Background: an optimization exercise with open tools, aiming at small area, a short achievable clock period and few clock cycles per item. Do not read the settings as production practice.
Function was not checked in any run shown here: the RTL went through the layout flow alone.

==> flow/design.v (outline; a module is shown in full before it is edited, if it fits) <==
// module hsv2rgb_fa: 10 lines
// module hsv_to_rgb_converter_core: 1389 lines
module hsv_to_rgb_converter_core (
    input  logic                    clk,
    input  logic                    rst_n,
    input  logic                    pixel_valid,
    output logic                    pixel_ready,
    input  hsv2rgb_pkg::hsv_pixel_t pixel,
    output logic                    color_valid,
    input  logic                    color_ready,
    output hsv2rgb_pkg::rgb_pixel_t color
);
  // ...
==> flow/run.sh <==
#!/bin/bash
# synth_recipe.tcl (not shown) runs the flow's synth.tcl, then flattens the netlist and writes it again
# the make line also repeats each setting of config.mk as NAME=value (left out here)
make -C /OpenROAD-flow-scripts/flow DESIGN_CONFIG=/design/flow/config.mk WORK_HOME=/design/flow/orfs CLKGATE_MAP_FILE= SYNTH_SCRIPT=/design/flow/synth_recipe.tcl finish
==> flow/config.mk <==
export PLATFORM = sky130hd
export DESIGN_NAME = hsv_to_rgb_converter_core
export DESIGN_NICKNAME = hsv_to_rgb_converter_core
export VERILOG_FILES = /design/flow/design.v
export SDC_FILE = /design/flow/constraint.sdc
export NUM_CORES = 4
export LEC_CHECK = 0
export ABC_CLOCK_PERIOD_IN_PS = 4000
export CAP_MARGIN = 20
export CORE_MARGIN = 2
export CORE_UTILIZATION = 40
export SETUP_SLACK_MARGIN = 2.5
export SLEW_MARGIN = 20
export SYNTH_HIERARCHICAL = 1
export SYNTH_MINIMUM_KEEP_SIZE = 0
==> flow/constraint.sdc <==
create_clock -name core_clock -period 8.0 [get_ports {clk}]
set_input_delay 1.6000 -clock core_clock [delete_from_list [all_inputs] [get_ports {clk}]]
set_output_delay 1.6000 -clock core_clock [all_outputs]
set_load 0.01 [all_outputs]
==> qor.txt, run 1 <==
Reg2Reg Setup Slack -> 2.71 ns
Compound-Gate Fraction of Synth Area -> 0.180
Reg2Reg Launch Point -> sone1[1]
DR WL/cell -> 19.0 µm
Die area -> 56500 µm²
Post-CTS sizing -> 0
Layout Cells excl Fill -> 2857
Setup Buffers After CTS -> 1
Clk Latency, worst-skew pair -> 0.51 ns
Top cell category -> multi-input gates
Worst Path Class, Setup -> register to register
Final Cell Area -> 24200 µm²
Clk buf depth -> 2
Die Span X -> 238 µm
Hold_sp -> sec1[1]
Layout fillers -> 5016
Status -> complete, no violations
Global route hottest layer -> met2
Largest family of logic cells by synthesized area -> adder cells
Reg2reg end -> m2[24]
DR vias -> 16340
Vias in the first global route -> 16409
Post-Synth Adder-Cell Area -> 0.305
==> run 2, diff against run 1 <==
--- a/flow/config.mk
+++ b/flow/config.mk
@@ -9,7 +9,7 @@
 export CAP_MARGIN = 20
 export CORE_MARGIN = 2
 export CORE_UTILIZATION = 40
-export SETUP_SLACK_MARGIN = 2.5
+export SETUP_SLACK_MARGIN = 3.2
 export SLEW_MARGIN = 20
 export SYNTH_HIERARCHICAL = 1
 export SYNTH_MINIMUM_KEEP_SIZE = 0
==> qor.txt, run 2 <==
Status -> complete, no violations (unchanged)
Initial Util -> 0.405 (unchanged)
DR WL/cell -> 19.6 µm (was 19.0 µm)
Grt total ovfl -> 0 (unchanged)
WP buf/inv -> 1 (was 0)
Cells after Synth -> 2105 (unchanged)
Vias/cell -> 5.76 (was 5.72)
Clk Latency, worst-skew pair -> 0.49 ns (was 0.51 ns)
# IOs -> 69 (unchanged)
CTS tree -> yes (unchanged)
Ys flop type -> edfxtp_1 (unchanged)
Final Max Slew Viols -> 0 (unchanged)
Layout cell share with drive strength beyond 1 -> 0.164 (was 0.0727)
Cts bufs inserted -> 17 (unchanged)
Compound-Gate Fraction of Synth Area -> 0.180 (unchanged)
Antenna viol nets, final -> 0 (unchanged)
CTS root buffer -> clkbuf_16 (unchanged)
Setup TNS -> 0 ns (unchanged)
Global-route wire length before repair -> 91.6 mm (was 86.2 mm)
Clk sink count -> 184 (unchanged)
Nets -> 2695 (was 2598)
Detailed Route Iter0 Violations -> 1445 (was 1271)
Largest regs -> n3: 34 flops, m2: 25 flops, o_data: 24 flops (unchanged)
DRC Markers -> 0 (unchanged)
Worst Path Class, Setup -> register to register (unchanged)
Core area -> 53900 µm² (unchanged)
CTS clk-pin slew, worst paths -> 0.07 ns (about the same)
DR pass1 iterations -> 5 (unchanged)
Antenna violations before repair -> 0 (unchanged)
Area contributors post-synth -> edfxtp_1 (25%), fa_1 (19%), ha_1 (11%), xnor2_1 (11%), a22oi_1 (6.6%) (unchanged)
Commonest non-fill, non-tap cell in the layout -> xnor2_1 (unchanged)
DP HPWL -> 40.4 mm (was 40.6 mm)
Min-delay worst type -> register to register (unchanged)
Biggest register -> n3 (unchanged)
Post-Place Cells -> 2755 (was 2752)
Avg Synthesized Cell Area -> 10.4 µm² (unchanged)
Max_cap viols -> 0 (unchanged)
N_diodes -> 0 (unchanged)
Min cycle time layout -> 4.88 ns (was 5.29 ns)
CP Data Arrival Time -> 5.11 ns (was 5.59 ns)
DR vias -> 17006 (was 16340)
Tcrit/Tclk final -> 0.610 (was 0.661)
Endpoints failing hold -> 0 (unchanged)
Largest net degree at the start of global routing -> 76 (was 65)
Cell taking the most area after synthesis -> edfxtp_1 (unchanged)
Total wire length -> 57.9 mm (was 54.4 mm)
Worst hold stages -> 0 (unchanged)
Critical path's slowest cell -> fa_1 (was edfxtp_1)
Ys async rst share -> 0.0217 (unchanged)
Global Route Usage Sum -> 0.205 (was 0.192)
Crit path cell chain -> buf_4 > a22oi_2 > xnor2_1 > fa_2 > fa_2 > fa_1 > fa_1 > ha_4 > and4_4 > nand4_1 > a21o_1 > o21ai_2 > o211ai_1 > o22ai_2 > mux2i_1 > a221oi_1 (was a22oi_1 > xnor2_1 > fa_1 > fa_1 > fa_1 > fa_1 > ha_1 > a21o_1 > a211oi_1 > nand2_1 > a311o_1 > a41o_1 > a21o_1 > mux2i_1 > a2111oi_0)
CP peak stage delay -> 0.54 ns (was 0.58 ns)
Die Span X -> 238 µm (unchanged)
Slew HR -> 0.319 (was 0.276)
Synth Register Bits -> 184 (unchanged)
Simple-Gate Fraction of Synth Area -> 0.0916 (unchanged)
Vias in the first global route -> 16907 (was 16409)
Max H-tree Level -> 4 (unchanged)
Netlist cell types -> 88 (unchanged)
Yosys Warn Count -> 7 (unchanged)
Post-synthesis xor/xnor area fraction -> 0.122 (unchanged)
Die area -> 56500 µm² (unchanged)
CP Capture Type -> register (unchanged)
CP Max Fanout -> 3 (was 13)
Crit start category -> register (unchanged)
Slew @ Worst Pin -> 1.02 ns (was 1.09 ns)
Largest family of logic cells by synthesized area -> adder cells (unchanged)
Worst path top cell family by delay -> adder cells (unchanged)
Seq/Total Area, Yosys -> 0.252 (unchanged)
Mux cell area share after synthesis -> 0.00853 (unchanged)
Clk buf depth -> 2 (unchanged)
Gpl congestion -> 0.868 (was 0.856)
Max reg flops -> 34 (unchanged)
Post-synth EDFFs -> 180 (unchanged)
Worst r2r path cells -> 16 (was 15)
Area Overhead vs Synth -> 18.2% (was 10.7%)
Layout Skew -> 0.0116 ns (was 0.0122 ns)
FMAX -> 205 MHz (was 189 MHz)
Post-synthesis cell area -> 21900 µm² (unchanged)
Commonest cells after routing, fill and taps aside -> xnor2_1 (264), fa_1 (181), edfxtp_1 (180) (was xnor2_1 (273), fa_1 (209), ha_1 (198))
Top post-synthesis cells by count -> xnor2_1 (273), fa_1 (209), ha_1 (198) (unchanged)
Post-Synth Adder-Cell Area -> 0.305 (unchanged)
Setup-failing EPs final -> 0 (unchanged)
Input/output buffers -> 68 (unchanged)
RSZ-0062 raised after global routing -> true (unchanged)
Layout Cells excl Fill -> 2954 (was 2857)
Final hold slack -> 0.422 ns (about the same)
WP depth -> 16 (was 15)
Top cell type's share of synthesized area -> 0.247 (unchanged)
# rows -> 85 (unchanged)
Most common cell in the synthesized netlist -> xnor2_1 (unchanged)
Die H -> 238 µm (unchanged)
Worst EP required -> 8.22 ns (was 8.29 ns)
==> run 2: final timing paths <==
path                       startpoint  endpoint  slack, ns
max in group asynchronous       rst_n      val3       6.53
max reg2reg                    m2[17]    n3[30]       3.12
min reg2reg                   sec1[0]   sec2[0]       0.42
min in group asynchronous       rst_n      val1       1.30
max                            m2[17]    n3[30]       3.12
min                           sec1[0]   sec2[0]       0.42
==> run 2: cells by family after synthesis <==
group | after synthesis
other | 2
muxes | 18
AOI/OAI and AO/OA | 558
and+or+nand+nor | 398
DFF | 184
adders and majority gates | 407
xor gates and xnor gates | 302
buffers and inverters | 236
==> run 2: layout make-up <==
type                    instances  area [µm²]
fillers                      4755       28100
multi-input cells            1693       16200
flip-flops and latches        184        5510
repair buffers                249        2260
well taps                     696         871
clock buffers                  18         429
inverters                     100         375
clock inverters                14         189
==> run 2: metal layers <==
metal / part of all wire / GRT usage / routed length (µm) / up-vias
met5: 0 / 0 / 0 / -
met4: 0.037 / 0.0867 / 2130 / 0
met3: 0.062 / 0.0348 / 3580 / 117
met2: 0.48 / 0.342 / 27600 / 645
met1: 0.42 / 0.264 / 24600 / 8374
li1: - / - / - / 7870
==> run 2: metrics by stage <==
step / util / cell area (µm²) / worst slack [ns]
2_1_floorplan: - / 22000 / 3.20
3_3_place_gp: 0.428 / 23100 / 2.63
3_5_place_dp: 0.428 / 23100 / 2.58
4_1_cts: 0.464 / 25000 / 3.13
5_1_grt: 0.479 / 25800 / 2.94
6_report: 0.479 / 25800 / 3.12
==> run 2: timing repair <==
action / in CTS / in global routing
resized for setup: 44 / 114
setup buffers: 128 / 39
setup endpoints to repair: 25 / 31
pin swaps: 22 / 87
hold buffers: 0 / 0
hold endpoints to repair: 0 / 0
==> run 2: Yosys stat by module (local to each module, per instance) <==
| module | cells inside | times used | cell area, µm² |
|---|---|---|---|
| hsv_to_rgb_converter_core | 1915 | 1 | 18100 |
| hsv2rgb_fa | 1 | 190 | 20.0 |

what the ideal ports hide:
Ports are ideal in the flow. The routed layouts listed here were re-timed in OpenROAD.
Step 1: set_driving_cell puts a clkbuf_16 on clk and a buf_2 on each other input, an assumption about the parent block.
Step 2 adds t to the input delays and takes it off the output delays; t is the mean of the earliest and latest rising clock arrival at the registers after step 1. Input paths then give back, and output paths get back, about the clock's delay inside the block.
Slacks: ideal ports / drivers / drivers and shift; pairs: ideal ports / drivers.
run	t, ns	setup slack, ns	worst setup path at the end	latest minus earliest clock arrival (ns)	cell pins on the clock port's net
run 1	0.552	2.709 / 2.709 / 2.664	input to register	0.013 / 0.014	1
run 2	0.543	3.119 / 3.119 / 2.975	input to register	0.013 / 0.012	1
After both steps every run listed still meets setup and hold. For run 2, which loses most, drivers alone change the setup slack by 0.000 ns; drivers and shift together by -0.144 ns.
